What follows belongs to an exercise in optimizing a design on an open flow for a short achievable clock period and few clock cycles per item; a production flow would make more cautious choices. RTL that was checked went through simulation tests only; none was proved equivalent to the original. Function not checked in run 1: the RTL went through the layout flow alone. Power figures rest on the tool's default switching activity, not on a simulated workload.

**flow/run.sh**
```bash
#!/bin/bash
# synth_recipe.tcl (not shown) runs the flow's synth.tcl, then flattens the netlist and writes it again
# the make line also repeats each setting of config.mk as NAME=value (left out here)
make -C /OpenROAD-flow-scripts/flow DESIGN_CONFIG=/design/flow/config.mk WORK_HOME=/design/flow/orfs CLKGATE_MAP_FILE= SYNTH_SCRIPT=/design/flow/synth_recipe.tcl finish
```
**flow/config.mk**
```make
export PLATFORM = sky130hd
export DESIGN_NAME = mips_pipe_top
export DESIGN_NICKNAME = mips_pipe_top
export VERILOG_FILES = /design/flow/design.v
export SDC_FILE = /design/flow/constraint.sdc
export NUM_CORES = 4
export LEC_CHECK = 0
export ABC_CLOCK_PERIOD_IN_PS = 2500
export CAP_MARGIN = 20
export CORE_MARGIN = 2
export CORE_UTILIZATION = 40
export SETUP_SLACK_MARGIN = 5
export SLEW_MARGIN = 20
```
**flow/constraint.sdc**
```tcl
create_clock -name core_clock -period 8.0 [get_ports {clk}]
set_input_delay 1.6000 -clock core_clock [delete_from_list [all_inputs] [get_ports {clk}]]
set_output_delay 1.6000 -clock core_clock [all_outputs]
set_load 0.01 [all_outputs]
```
**flow/design.v**
```verilog
`timescale 1ns/1ns
`default_nettype none
module alu (
	input logic [31:0] p,
	input logic [31:0] g,
	input logic cin,
	input logic op_as,
	input logic op_and,
	input logic op_or,
	input logic op_slt,
	input logic op_as_w,
	input logic op_and_w,
	input logic op_or_w,
	input logic op_slt_w,
	output logic [31:0] y,
	output logic [31:0] y_w,
	output logic eq
);
	logic [31:0] gg [0:5];
	logic [31:0] pp [0:5];
	logic [31:0] c, sum;
	logic lt;
	always_comb begin
		gg[0] = g;
		pp[0] = p;
		gg[0][0] = g[0] | (p[0] & cin);
		for (int l = 0; l < 5; l++) begin
			for (int i = 0; i < 32; i++) begin
				if (i >= (1 << l)) begin
					gg[l + 1][i] = gg[l][i] | (pp[l][i] & gg[l][i - (1 << l)]);
					pp[l + 1][i] = pp[l][i] & pp[l][i - (1 << l)];
				end else begin
					gg[l + 1][i] = gg[l][i];
					pp[l + 1][i] = pp[l][i];
				end
			end
		end
		c = {gg[5][30:0], cin};
		sum = p ^ c;
		lt = p[31] ? sum[31] : g[31];
		y = ({32{op_as}} & sum) | ({32{op_and}} & g) | ({32{op_or}} & (g | p)) |
			{31'b0, op_slt && lt};
		y_w = ({32{op_as_w}} & sum) | ({32{op_and_w}} & g) | ({32{op_or_w}} & (g | p)) |
			{31'b0, op_slt_w && lt};
		eq = (p == '0);
	end
endmodule
`default_nettype wire
`timescale 1ns/1ns
`default_nettype none
module hazard_unit (
	input logic [4:0] rs,
	input logic [4:0] rt,
	input logic [31:1] rv,
	input logic [4:0] dst1,
	input logic wr1,
	output logic [31:1] sel_a,
	output logic [31:1] sel_b,
	output logic fwd_a,
	output logic fwd_b
);
	always_comb begin
		for (int i = 1; i < 32; i++) begin
			sel_a[i] = rv[i] && (rs == 5'(i));
			sel_b[i] = rv[i] && (rt == 5'(i));
		end
		fwd_a = wr1 && (rs == dst1);
		fwd_b = wr1 && (rt == dst1);
	end
endmodule
`default_nettype wire
`timescale 1ns/1ns
`default_nettype none
module reg_file (
	input logic clk,
	input logic [31:1] wen,
	input logic [31:0] wd,
	input logic [31:1] sel_a,
	input logic [31:1] sel_b,
	output logic [31:0] rd_a,
	output logic [31:0] rd_b
);
	logic [31:0] regs [1:31];
	always_ff @(posedge clk) begin
		for (int i = 1; i < 32; i++) begin
			if (wen[i]) begin
				regs[i] <= wd;
			end
		end
	end
	always_comb begin
		rd_a = '0;
		rd_b = '0;
		for (int i = 1; i < 32; i++) begin
			rd_a = rd_a | (regs[i] & {32{sel_a[i]}});
			rd_b = rd_b | (regs[i] & {32{sel_b[i]}});
		end
	end
endmodule
`default_nettype wire
`timescale 1ns/1ns
`default_nettype none
module instr_decode (
	input logic [31:0] instr,
	output logic [4:0] dst,
	output logic [31:0] imm,
	output logic reg_write,
	output logic branch,
	output logic use_imm,
	output logic inv_b,
	output logic op_as,
	output logic op_and,
	output logic op_or,
	output logic op_slt
);
	localparam logic [5:0] OP_RTYPE = 6'h00;
	localparam logic [5:0] OP_BEQ = 6'h04;
	localparam logic [5:0] OP_ADDI = 6'h08;
	localparam logic [5:0] FN_ADD = 6'h20;
	localparam logic [5:0] FN_SUB = 6'h22;
	localparam logic [5:0] FN_AND = 6'h24;
	localparam logic [5:0] FN_OR = 6'h25;
	localparam logic [5:0] FN_SLT = 6'h2a;
	logic [5:0] opcode, funct;
	logic is_r, is_addi, f_add, f_sub, f_and, f_or, f_slt;
	always_comb begin
		opcode = instr[31:26];
		funct = instr[5:0];
		imm = {{16{instr[15]}}, instr[15:0]};
		is_r = (opcode == OP_RTYPE);
		is_addi = (opcode == OP_ADDI);
		branch = (opcode == OP_BEQ);
		f_add = is_r && (funct == FN_ADD);
		f_sub = is_r && (funct == FN_SUB);
		f_and = is_r && (funct == FN_AND);
		f_or = is_r && (funct == FN_OR);
		f_slt = is_r && (funct == FN_SLT);
		dst = is_addi ? instr[20:16] : instr[15:11];
		reg_write = (is_addi || f_add || f_sub || f_and || f_or || f_slt) && (dst != '0);
		use_imm = is_addi;
		inv_b = f_sub || f_slt;
		op_as = is_addi || f_add || f_sub;
		op_and = f_and;
		op_or = f_or;
		op_slt = f_slt;
	end
endmodule
`default_nettype wire
`timescale 1ns/1ns
`default_nettype none
module pipe_reg #(
	parameter int W = 1
) (
	input logic clk,
	input logic arst_n,
	input logic hold,
	input logic flush,
	input logic d_valid,
	input logic [W-1:0] d,
	output logic q_valid,
	output logic [W-1:0] q
);
	always_ff @(posedge clk or negedge arst_n) begin
		if (!arst_n) begin
			q_valid <= 1'b0;
		end else if (flush) begin
			q_valid <= 1'b0;
		end else if (!hold) begin
			q_valid <= d_valid;
		end
	end
	always_ff @(posedge clk) begin
		if (!hold) begin
			q <= d;
		end
	end
endmodule
`default_nettype wire
`timescale 1ns/1ns
`default_nettype none
module mips_pipe_top (
	input logic clk,
	input logic arst_n,
	input logic instr_req,
	input logic [31:0] instr,
	output logic instr_ack,
	output logic br_valid,
	output logic br_taken,
	output logic wb_valid,
	output logic [4:0] wb_reg,
	output logic [31:0] wb_data
);
	logic ack_q, take;
	logic [31:1] rv;
	logic v0;
	logic [31:0] ir;
	logic [31:1] sel_a0, sel_b0;
	logic fwd_a0, fwd_b0;
	logic [31:0] p1, g1;
	logic cin1, op_as1, op_and1, op_or1, op_slt1;
	logic op_as1w, op_and1w, op_or1w, op_slt1w;
	logic wr1, br1;
	logic [4:0] dst1;
	logic [31:0] res_q;
	logic [31:1] wen_q;
	logic [31:0] wbd_q;
	logic [4:0] wbr_q;
	logic wbv_q, brv_q, brt_q;
	assign take = instr_req && !ack_q;
	always_ff @(posedge clk or negedge arst_n) begin
		if (!arst_n) begin
			ack_q <= 1'b0;
			v0 <= 1'b0;
		end else begin
			ack_q <= instr_req;
			v0 <= take;
		end
	end
	assign instr_ack = ack_q;
	logic [31:1] sel_a_in, sel_b_in;
	logic fwd_a_in, fwd_b_in;
	hazard_unit u_haz (
		.rs(instr[25:21]), .rt(instr[20:16]), .rv(rv | wen_q),
		.dst1(dst1), .wr1(wr1),
		.sel_a(sel_a_in), .sel_b(sel_b_in), .fwd_a(fwd_a_in), .fwd_b(fwd_b_in)
	);
	always_ff @(posedge clk) begin
		ir <= instr;
		sel_a0 <= sel_a_in;
		sel_b0 <= sel_b_in;
		fwd_a0 <= fwd_a_in;
		fwd_b0 <= fwd_b_in;
	end
	logic [4:0] dst_d;
	logic [31:0] imm_d;
	logic wr_d, br_d, use_imm_d, inv_b_d, op_as_d, op_and_d, op_or_d, op_slt_d;
	logic [31:0] rd_a, rd_b, a_d, bv_d, b_d;
	instr_decode u_dec (
		.instr(ir), .dst(dst_d), .imm(imm_d), .reg_write(wr_d), .branch(br_d),
		.use_imm(use_imm_d), .inv_b(inv_b_d), .op_as(op_as_d), .op_and(op_and_d),
		.op_or(op_or_d), .op_slt(op_slt_d)
	);
	reg_file u_rf (
		.clk(clk), .wen(wen_q), .wd(res_q),
		.sel_a(sel_a0), .sel_b(sel_b0), .rd_a(rd_a), .rd_b(rd_b)
	);
	assign a_d = fwd_a0 ? res_q : rd_a;
	assign bv_d = fwd_b0 ? res_q : rd_b;
	assign b_d = use_imm_d ? imm_d : (bv_d ^ {32{inv_b_d}});
	always_ff @(posedge clk or negedge arst_n) begin
		if (!arst_n) begin
			rv <= '0;
			wr1 <= 1'b0;
			br1 <= 1'b0;
		end else begin
			rv <= rv | wen_q;
			wr1 <= v0 && wr_d;
			br1 <= v0 && br_d;
		end
	end
	always_ff @(posedge clk) begin
		p1 <= a_d ^ b_d;
		g1 <= a_d & b_d;
		cin1 <= inv_b_d;
		op_as1 <= op_as_d;
		op_and1 <= op_and_d;
		op_or1 <= op_or_d;
		op_slt1 <= op_slt_d;
		op_as1w <= op_as_d && wr_d;
		op_and1w <= op_and_d && wr_d;
		op_or1w <= op_or_d && wr_d;
		op_slt1w <= op_slt_d && wr_d;
		dst1 <= dst_d;
	end
	logic [31:0] y1, y1w;
	logic eq1;
	alu u_alu (
		.p(p1), .g(g1), .cin(cin1),
		.op_as(op_as1), .op_and(op_and1), .op_or(op_or1), .op_slt(op_slt1),
		.op_as_w(op_as1w), .op_and_w(op_and1w), .op_or_w(op_or1w), .op_slt_w(op_slt1w),
		.y(y1), .y_w(y1w), .eq(eq1)
	);
	always_ff @(posedge clk or negedge arst_n) begin
		if (!arst_n) begin
			wbv_q <= 1'b0;
			brv_q <= 1'b0;
			wen_q <= '0;
		end else begin
			wbv_q <= wr1;
			brv_q <= br1;
			for (int i = 1; i < 32; i++) begin
				wen_q[i] <= wr1 && (dst1 == 5'(i));
			end
		end
	end
	always_ff @(posedge clk) begin
		res_q <= y1;
		wbd_q <= y1w;
		wbr_q <= dst1;
		brt_q <= eq1;
	end
	assign wb_valid = wbv_q;
	assign wb_reg = wbr_q;
	assign wb_data = wbd_q;
	assign br_valid = brv_q;
	assign br_taken = brt_q;
endmodule
`default_nettype wire
```
==> results of run 1 <==
## repair_timing
item                                    4_1_cts  5_1_grt
buffers inserted                              3        4
endpoints found under the setup margin       60       51
gates cloned                                  1        0
hold endpoints to repair                      0        0
pin swaps                                     2       10
hold buffers                                  0        0
gates resized for setup                      61       38
## routing by layer
metal	up-vias	wire [um]	GRT usage
li1	15700	-	-
met1	21000	82900	0.450
met2	5143	95600	0.477
met3	1453	45100	0.158
met4	9	22200	0.235
met5	-	151	0.00463
## worst register-to-register path: stages, from the launching register on
cell and delay [ns]:
dfxtp_2 1.05, buf_4 0.58, a221oi_1 0.23, nand3_1 0.12, nor3_1 0.06, a21oi_1 0.67, ha_1 0.39
## power by group
group | internal, mW | switching, mW
clock network | 3.60 | 2.78
logic | 0.0384 | 0.0657
registers | 7.18 | 0.0303
total | 10.8 | 2.88
## stage by stage
step | worst slack [ns] | hold slack (ns) | std cells | power, mW
floorplan | 5.36 | 0.329 | 3748 | 7.40
global placement | 4.48 | 0.337 | 5417 | 7.46
detailed placement | 4.45 | 0.343 | 5417 | 7.46
CTS | 4.96 | 0.357 | 5670 | 13.7
global route | 4.98 | 0.374 | 5674 | 13.9
finish | 4.78 | 0.352 | 5678 | 13.7
## cell families after synthesis
logic type	count (synthesis)	share of synthesized area
AOI/OAI and AO/OA	1383	0.204
DFF	1299	0.692
and+or+nand+nor	605	0.0594
buffers and inverters	375	0.0273
xor gates and xnor gates	41	0.00685
adders and majority gates	34	0.00811
muxes	11	0.00236
## final timing paths
check                                         from             endpoint  slack [ns]
worst max-delay path            sel_a0[24]$_DFF_P_       p1[11]$_DFF_P_        4.78
worst min-delay path                 br1$_DFF_PN0_      brv_q$_DFF_PN0_        0.35
worst max register to register  sel_a0[24]$_DFF_P_       p1[11]$_DFF_P_        4.78
worst min register to register       br1$_DFF_PN0_      brv_q$_DFF_PN0_        0.35
max in group asynchronous                   arst_n  wen_q[29]$_DFF_PN0_        6.33
min in group asynchronous                   arst_n      wbv_q$_DFF_PN0_        1.02
## state kept, by name, indices dropped and copies added, names as in the netlist, 5 cells and up
signal and count:
g1 32, wen_q 31, res_q 32, ir 27, wbd_q 32, u_rf.regs 992, sel_a0 31, sel_b0 31
dst1 5, rv 31, wbr_q 5, p1 32
## layout by cell type, fill, tap and decap left out, types with 14 or more instances in the layout
cell	instances
edfxtp_1	992
a22oi_1	330
a221oi_1	327
a22o_1	322
a21oi_1	199
dfxtp_1	172
nand4_1	138
clkbuf_16	136
buf_4	132
nor2_1	124
nor3_1	118
inv_1	94
nand3_1	86
dfxtp_2	62
nand2_1	57
o21ai_0	48
dfrtp_1	37
xor2_1	36
ha_1	33
clkdlybuf4s50_1	33
dlygate4sd2_1	33
dfrtp_2	31
clkbuf_1	27
o32ai_1	22
clkinv_2	22
a21o_1	21
clkinv_1	19
a221o_1	17
nand2b_1	14
## layout make-up
class,count,area [um2],area share
sequential,1299,36400,0.605
multi-input combinational,2075,15000,0.249
clock buffer,171,3610,0.0601
tap,1742,2180,0.0362
timing repair buffer,212,1770,0.0295
clock inverter,78,820,0.0136
inverter,97,364,0.00605
antenna,4,10.0,0.000166
## synth_stat cells (all sizes together), types with 7 or more instances
| master | instances |
|---|---|
| a21o | 21 |
| a21oi | 204 |
| a221o | 17 |
| a221oi | 328 |
| a22o | 322 |
| a22oi | 330 |
| buf | 37 |
| clkbuf | 241 |
| dfrtp | 68 |
| dfxtp | 239 |
| edfxtp | 992 |
| ha | 34 |
| inv | 95 |
| nand2 | 58 |
| nand2b | 14 |
| nand3 | 86 |
| nand4 | 138 |
| nor2 | 128 |
| nor2b | 8 |
| nor3 | 120 |
| nor4 | 13 |
| o211ai | 11 |
| o21ai | 51 |
| o311ai | 7 |
| o31ai | 10 |
| o32ai | 35 |
| or2 | 10 |
| xor2 | 39 |
==> impl_metrics.yaml, run 1 <==
outcome:
  run_status: "complete, no violations"
setup_path:
  crit_fanout: 17
  cp_slowest_cell: "dfxtp_2"
  r2r_cells: 6
  cp.arrival_ns: 3.87
  worstSetupPathType: "reg2reg"
  crit_path_start_kind: "register"
  cp_cell_sequence: "buf_4 -> a221oi_1 -> nand3_1 -> nor3_1 -> a21oi_1 -> ha_1"
  crit_buf_inv: 1
  cp_num_cells: 6
  slowest_delay_ns: 1.05
  cpLargestDelayFamily: "flip-flops"
  end_kind: "register"
  cp.required_ns: 8.65
grt:
  grt_use_total: 0.352
  grt_antenna_before_repair: 5
  grt_pass1_wl_um: 328000
  grt-ovfl-total: 0
  grt_max_degree: 69
  grt_pass1_vias: 40000
timing:
  worst_slew_margin_rel: 0.179
  setup_viol: 0
  rsz0062_at_grt: "true"
  period_share: 0.402
  maxSlewViolCount: 0
  post-route-min-period_ns: 3.22
  hold_viol: 0
  worst_pin_slew_ns: 1.23
  setup_tns_ns: 0
  clock_skew_ns: 0.0315
  fmax_mhz: 311
logic_synthesis:
  syn_inst: 3748
  ys.flop_type: "edfxtp_1"
  yosys_warnings: 8
  syn_avg_cell_area_um2: 14.0
  yosysTopAreaCell: "edfxtp_1"
  syn_nets: 3817
  synth-edff-count: 992
  yosysSeqAreaShare: 0.692
  post-synth-top-area-fraction: 0.568
  async_flop_share: 0.0523
  synth_cell_types: 64
  syn_area_um2: 52400
  synthTopCellsByArea: "edfxtp_1 57%, dfxtp_1 9.1%, a221oi_1 5.5%"
  synth_seq_cells: 1299
placement:
  gp_congestion: 0.986
  placed_area_um2: 55400
  dpl.hpwl_um: 125000
  portBuffers: 75
drt:
  drt_wl_total_um: 246000
  wire_per_inst_um: 43.3
  antenna_left: 0
  drtIter0Drc: 11100
  viasPerCell: 7.63
  drtPass1Iterations: 13
  drc: 0
  vias: 43300
power_and_ir_drop:
  irDropWorstVdd_mv: 0.213
  power.density_nw_per_um2: 228
  p_leak_nw: 22.3
cells_and_area:
  post-route-util: 0.463
  final_area_um2: 60200
  fin_nets: 3889
  drive_gt1_frac: 0.130
  fillers: 11500
  area_growth_pct: 14.7
cts:
  root_buffer: "clkbuf_16"
  h-tree-depth: 4
  cts.sinks: 1299
  cts_buffers: 135
  worstSkewPairLatency_ns: 0.78
  clockBufferDepth: 3
  clkTransAtPathRegs_ns: 0.06
  cts_tree: "done"
min_path:
  hold_class: "reg2reg"
  min_path_cells: 0
floorplan:
  core_um2: 130000
  initial_core_util: 0.404
  fp.dieArea_um2: 134000
  die_h_um: 366
  rows: 132
  ios: 76
  die_w_um: 366
run:
  max_cap_violations: 0
==> inputs of run 2 (changes only) <==
--- a/flow/design.v
+++ b/flow/design.v
@@ -2,6 +2,6 @@
 `default_nettype none
 module alu (
-	input logic [31:0] p,
-	input logic [31:0] g,
+	input logic [31:0] a,
+	input logic [31:0] b,
 	input logic cin,
 	input logic op_as,
@@ -9,39 +9,15 @@
 	input logic op_or,
 	input logic op_slt,
-	input logic op_as_w,
-	input logic op_and_w,
-	input logic op_or_w,
-	input logic op_slt_w,
 	output logic [31:0] y,
-	output logic [31:0] y_w,
 	output logic eq
 );
-	logic [31:0] gg [0:5];
-	logic [31:0] pp [0:5];
-	logic [31:0] c, sum;
+	logic [31:0] sum;
 	logic lt;
 	always_comb begin
-		gg[0] = g;
-		pp[0] = p;
-		gg[0][0] = g[0] | (p[0] & cin);
-		for (int l = 0; l < 5; l++) begin
-			for (int i = 0; i < 32; i++) begin
-				if (i >= (1 << l)) begin
-					gg[l + 1][i] = gg[l][i] | (pp[l][i] & gg[l][i - (1 << l)]);
-					pp[l + 1][i] = pp[l][i] & pp[l][i - (1 << l)];
-				end else begin
-					gg[l + 1][i] = gg[l][i];
-					pp[l + 1][i] = pp[l][i];
-				end
-			end
-		end
-		c = {gg[5][30:0], cin};
-		sum = p ^ c;
-		lt = p[31] ? sum[31] : g[31];
-		y = ({32{op_as}} & sum) | ({32{op_and}} & g) | ({32{op_or}} & (g | p)) |
+		sum = a + b + {31'b0, cin};
+		lt = (a[31] == b[31]) ? a[31] : sum[31];
+		y = ({32{op_as}} & sum) | ({32{op_and}} & (a & b)) | ({32{op_or}} & (a | b)) |
 			{31'b0, op_slt && lt};
-		y_w = ({32{op_as_w}} & sum) | ({32{op_and_w}} & g) | ({32{op_or_w}} & (g | p)) |
-			{31'b0, op_slt_w && lt};
-		eq = (p == '0);
+		eq = (a == b);
 	end
 endmodule
@@ -53,6 +29,6 @@
 	input logic [4:0] rt,
 	input logic [31:1] rv,
-	input logic [4:0] dst1,
-	input logic wr1,
+	input logic [4:0] last_dst,
+	input logic last_wv,
 	output logic [31:1] sel_a,
 	output logic [31:1] sel_b,
@@ -65,6 +41,6 @@
 			sel_b[i] = rv[i] && (rt == 5'(i));
 		end
-		fwd_a = wr1 && (rs == dst1);
-		fwd_b = wr1 && (rt == dst1);
+		fwd_a = last_wv && (rs == last_dst);
+		fwd_b = last_wv && (rt == last_dst);
 	end
 endmodule
@@ -193,18 +169,18 @@
 	logic ack_q, take;
 	logic [31:1] rv;
+	logic [4:0] last_dst;
+	logic last_wv;
 	logic v0;
 	logic [31:0] ir;
 	logic [31:1] sel_a0, sel_b0;
 	logic fwd_a0, fwd_b0;
-	logic [31:0] p1, g1;
+	logic [31:0] a1, b1;
 	logic cin1, op_as1, op_and1, op_or1, op_slt1;
-	logic op_as1w, op_and1w, op_or1w, op_slt1w;
 	logic wr1, br1;
 	logic [4:0] dst1;
 	logic [31:0] res_q;
+	logic [4:0] dst_q;
+	logic wbv_q, brv_q, brt_q;
 	logic [31:1] wen_q;
-	logic [31:0] wbd_q;
-	logic [4:0] wbr_q;
-	logic wbv_q, brv_q, brt_q;
 	assign take = instr_req && !ack_q;
 	always_ff @(posedge clk or negedge arst_n) begin
@@ -221,6 +197,6 @@
 	logic fwd_a_in, fwd_b_in;
 	hazard_unit u_haz (
-		.rs(instr[25:21]), .rt(instr[20:16]), .rv(rv | wen_q),
-		.dst1(dst1), .wr1(wr1),
+		.rs(instr[25:21]), .rt(instr[20:16]), .rv(rv),
+		.last_dst(last_dst), .last_wv(last_wv),
 		.sel_a(sel_a_in), .sel_b(sel_b_in), .fwd_a(fwd_a_in), .fwd_b(fwd_b_in)
 	);
@@ -251,8 +227,12 @@
 		if (!arst_n) begin
 			rv <= '0;
+			last_wv <= 1'b0;
 			wr1 <= 1'b0;
 			br1 <= 1'b0;
 		end else begin
 			rv <= rv | wen_q;
+			if (v0 && wr_d) begin
+				last_wv <= 1'b1;
+			end
 			wr1 <= v0 && wr_d;
 			br1 <= v0 && br_d;
@@ -260,6 +240,9 @@
 	end
 	always_ff @(posedge clk) begin
-		p1 <= a_d ^ b_d;
-		g1 <= a_d & b_d;
+		if (v0 && wr_d) begin
+			last_dst <= dst_d;
+		end
+		a1 <= a_d;
+		b1 <= b_d;
 		cin1 <= inv_b_d;
 		op_as1 <= op_as_d;
@@ -267,17 +250,11 @@
 		op_or1 <= op_or_d;
 		op_slt1 <= op_slt_d;
-		op_as1w <= op_as_d && wr_d;
-		op_and1w <= op_and_d && wr_d;
-		op_or1w <= op_or_d && wr_d;
-		op_slt1w <= op_slt_d && wr_d;
 		dst1 <= dst_d;
 	end
-	logic [31:0] y1, y1w;
+	logic [31:0] y1;
 	logic eq1;
 	alu u_alu (
-		.p(p1), .g(g1), .cin(cin1),
-		.op_as(op_as1), .op_and(op_and1), .op_or(op_or1), .op_slt(op_slt1),
-		.op_as_w(op_as1w), .op_and_w(op_and1w), .op_or_w(op_or1w), .op_slt_w(op_slt1w),
-		.y(y1), .y_w(y1w), .eq(eq1)
+		.a(a1), .b(b1), .cin(cin1), .op_as(op_as1), .op_and(op_and1), .op_or(op_or1),
+		.op_slt(op_slt1), .y(y1), .eq(eq1)
 	);
 	always_ff @(posedge clk or negedge arst_n) begin
@@ -295,12 +272,13 @@
 	end
 	always_ff @(posedge clk) begin
-		res_q <= y1;
-		wbd_q <= y1w;
-		wbr_q <= dst1;
+		if (wr1) begin
+			res_q <= y1;
+			dst_q <= dst1;
+		end
 		brt_q <= eq1;
 	end
 	assign wb_valid = wbv_q;
-	assign wb_reg = wbr_q;
-	assign wb_data = wbd_q;
+	assign wb_reg = dst_q;
+	assign wb_data = res_q;
 	assign br_valid = brv_q;
 	assign br_taken = brt_q;
==> run 2 against run 1 <==
  * Maximum frequency grew 1.4%
  * Cell area grew 2.3%
  * Critical path depth shrank 4
  * Clock power shrank 2%
  * Synthesized cell count shrank 5.3%
  * Worst hold slack gained 0.0087 ns
  * Utilization grew 1.7 points
  * Sequential cell count shrank 30
  * Clock skew grew 0.0022 ns
  * Largest power group unchanged
==> impl_metrics.yaml, run 2 <==
run:
  max_cap_violations: 0
cells_and_area:
  area_growth_pct: 18.9
  post-route-util: 0.481
  largest_register_ffs: 992
  instances_no_fill: 5639
  final_common_cell: "edfxtp_1"
  fin_nets: 3889
  regMostFlops: "u_rf.regs"
  drive_gt1_frac: 0.172
  final_cell_mix: "1,034 x edfxtp_1, 321 x a22oi_1, 320 x a22o_1, 320 x a221oi_1, 201 x buf_4"
cts:
  cts_tree: "done"
  h-tree-depth: 4
  clockBufferDepth: 3
  clkTransAtPathRegs_ns: 0.06
  root_buffer: "clkbuf_16"
  worstSkewPairLatency_ns: 0.78
  cts_buffers: 134
  cts.sinks: 1269
logic_synthesis:
  post-synth-top-area-fraction: 0.600
  synth_commonest_cells: "1,034 x edfxtp_1, 321 x a22oi_1, 320 x a221oi_1, 320 x a22o_1, 208 x clkbuf_1"
  synth_cell_types: 61
  yosysSeqAreaShare: 0.698
  syn_nets: 3650
  yosysTopAreaCell: "edfxtp_1"
  synthTopCellsByArea: "edfxtp_1 60%, dfxtp_1 6.4%, a221oi_1 5.4%"
  syn_avg_cell_area_um2: 14.6
  ys.flop_type: "edfxtp_1"
  synth-edff-count: 1034
  yosysMostFrequentCell: "edfxtp_1"
  yosys_warnings: 6
  async_flop_share: 0.0544
  synth_seq_cells: 1269
  syn_area_um2: 51700
  syn_inst: 3549
timing:
  worst_slew_margin_rel: 0.0770
  clock_skew_ns: 0.0337
  hold_viol: 0
  hold_slack_ns: 0.361
  fin_ws_ns: 4.83
  period_share: 0.397
  maxSlewViolCount: 0
  worst_pin_slew_ns: 1.38
  fmax_mhz: 315
  post-route-min-period_ns: 3.17
  rsz0062_at_grt: "true"
  setup_viol: 0
  setup_tns_ns: 0
drt:
  wire_per_inst_um: 44.6
  vias: 43300
  drtIter0Drc: 11200
  drt_wl_total_um: 252000
  viasPerCell: 7.67
  drtPass1Iterations: 10
  drc: 0
  antenna_left: 0
placement:
  place_inst: 5260
  dp_slack_ns: 4.49
  portBuffers: 75
  gp_congestion: 0.930
  dpl.hpwl_um: 119000
setup_path:
  crit_fanout: 3
  r2r_slack_ns: 4.90
  end_kind: "primary output"
  r2r_cells: 7
  slowest_delay_ns: 0.50
  worstSetupPathType: "reg2out"
  cp.required_ns: 6.40
  cpLargestDelayFamily: "flip-flops"
  rr_endpoint: "b1[30]$_DFF_P_"
  cp_cell_sequence: "buf_12 -> buf_6"
  crit_buf_inv: 2
  timing.rr.start: "sel_b0[22]$_DFF_P_"
  cp.arrival_ns: 1.57
  crit_path_start_kind: "register"
  cp_slowest_cell: "edfxtp_1"
floorplan:
  rows: 131
  fp.dieArea_um2: 132000
  die_h_um: 364
  ios: 76
  die_w_um: 364
  initial_core_util: 0.404
  core_um2: 128000
grt:
  grt_pass1_wl_um: 331000
  grt_pass1_vias: 39900
  grt-ovfl-total: 0
  grt_max_degree: 70
  grt_use_total: 0.369
  grt_antenna_before_repair: 12
min_path:
  hold_class: "reg2reg"
  min_from: "br1$_DFF_PN0_"
  min_to: "brv_q$_DFF_PN0_"
  min_path_cells: 0
power_and_ir_drop:
  seq_power_share: 0.526
  p_comb_frac: 0.010
  irDropWorstVdd_mv: 0.179
  p_int_mw: 10.7
  p_switching_mw: 2.79
  switching_share: 0.207
  p_leak_nw: 21.3
  power.density_nw_per_um2: 219
  p_clk_frac: 0.464
outcome:
  run_status: "complete, no violations"
## run 2: cell types whose count changed after synthesis, moves of 43 or more
cell and change:
dfxtp_1 -73, a21oi_1 -50, and3_1 +54, nor2_1 -46, xnor2_1 +43, nor3_1 -78
## run 2: cells by family after synthesis
group,synth area share
compound gates,0.190
xor+xnor,0.0112
fa+ha+maj,0.0163
buf+inv,0.0251
flops,0.698
mux,0.00123
simple gates,0.0582
## run 2: per-layer routing
layer | GRT usage | share of wire
met4 | 0.232 | 0.083
met2 | 0.501 | 0.39
met5 | 0.00327 | 0.00077
met1 | 0.461 | 0.33
met3 | 0.190 | 0.19
## run 2: power groups by stage
| stage | Clock (mW) | Combinational (mW) | Sequential [mW] |
|---|---|---|---|
| final | 6.25 | 0.137 | 7.09 |
| after global routing | 6.47 | 0.144 | 7.09 |
| after CTS | 6.21 | 0.132 | 7.09 |
| after detailed placement | 0 | 0.130 | 7.23 |
| after global placement | 0 | 0.129 | 7.23 |
| after floorplan | 0 | 0.0625 | 7.22 |
## run 2: worst max-delay path by stage
stage	start	to	slack, ns	cells past startpoint
finish	res_q[30]$_DFFE_PP_	wb_data[30]	4.83	2
CTS	res_q[14]$_DFFE_PP_	wb_data[14]	4.77	1
global placement	ir[27]$_DFF_P_	last_dst[0]$_DFFE_PP_	4.55	7
detailed placement	ir[27]$_DFF_P_	last_dst[1]$_DFFE_PP_	4.49	7
global route	res_q[30]$_DFFE_PP_	wb_data[30]	4.82	2
floorplan	a1[0]$_DFF_P_	res_q[22]$_DFFE_PP_	5.15	11
## run 2: stage by stage
stage / instance area [um2] / total power, mW
after floorplan: 51700 / 7.28
after global placement: 55000 / 7.36
after detailed placement: 55000 / 7.36
after CTS: 61200 / 13.4
after global routing: 61500 / 13.7
final: 61500 / 13.5
## run 2: cell type report
class                   instances  area (um2)
flip-flops and latches       1269       36200
well taps                    1729        2160
diodes                         13        32.5
inverters                     111         417
repair buffers                335        3820
clock inverters                58         557
multi-input cells            1937       14500
clock buffers                 187        3770
fillers                     10900       66500
## run 2: repair_timing
action	CTS	global route
resized for setup	306	36
pin swaps	4	9
cloned	31	1
setup endpoints to repair	52	67
buffers inserted	71	18
hold buffers	0	0
Testbench counts of run 2, summed over its fixed seeds: cycles 9,616, items 4,800.

afterwards: timing with drivers on the ports:
No port has a modelled driver above. Below, the same layouts with a new extraction and two added sets of constraints. Step 1 assumes that a clkbuf_16 drives the clock port and a buf_2 every other input. Step 2 adds t to the input delays and takes it off the output delays; t is the mean of the earliest and latest rising clock arrival at the registers after step 1. Input paths then give back, and output paths get back, about the clock's delay inside the block. Three values: ideal, step 1, step 2; two values: the first two.
run	t (ns)	setup WS [ns]	hold WS [ns]	pins driven straight from the clock port
run 1	0.832	4.782 / 4.782 / 4.218	0.352 / 0.352 / 0.352	1
run 2	0.842	4.827 / 4.746 / 4.717	0.361 / 0.361 / 0.361	1
After both steps setup and hold are still met in every run listed. The setup slack of run 1, which loses most, moves by 0.000 ns with the drivers and by -0.564 ns with both steps.
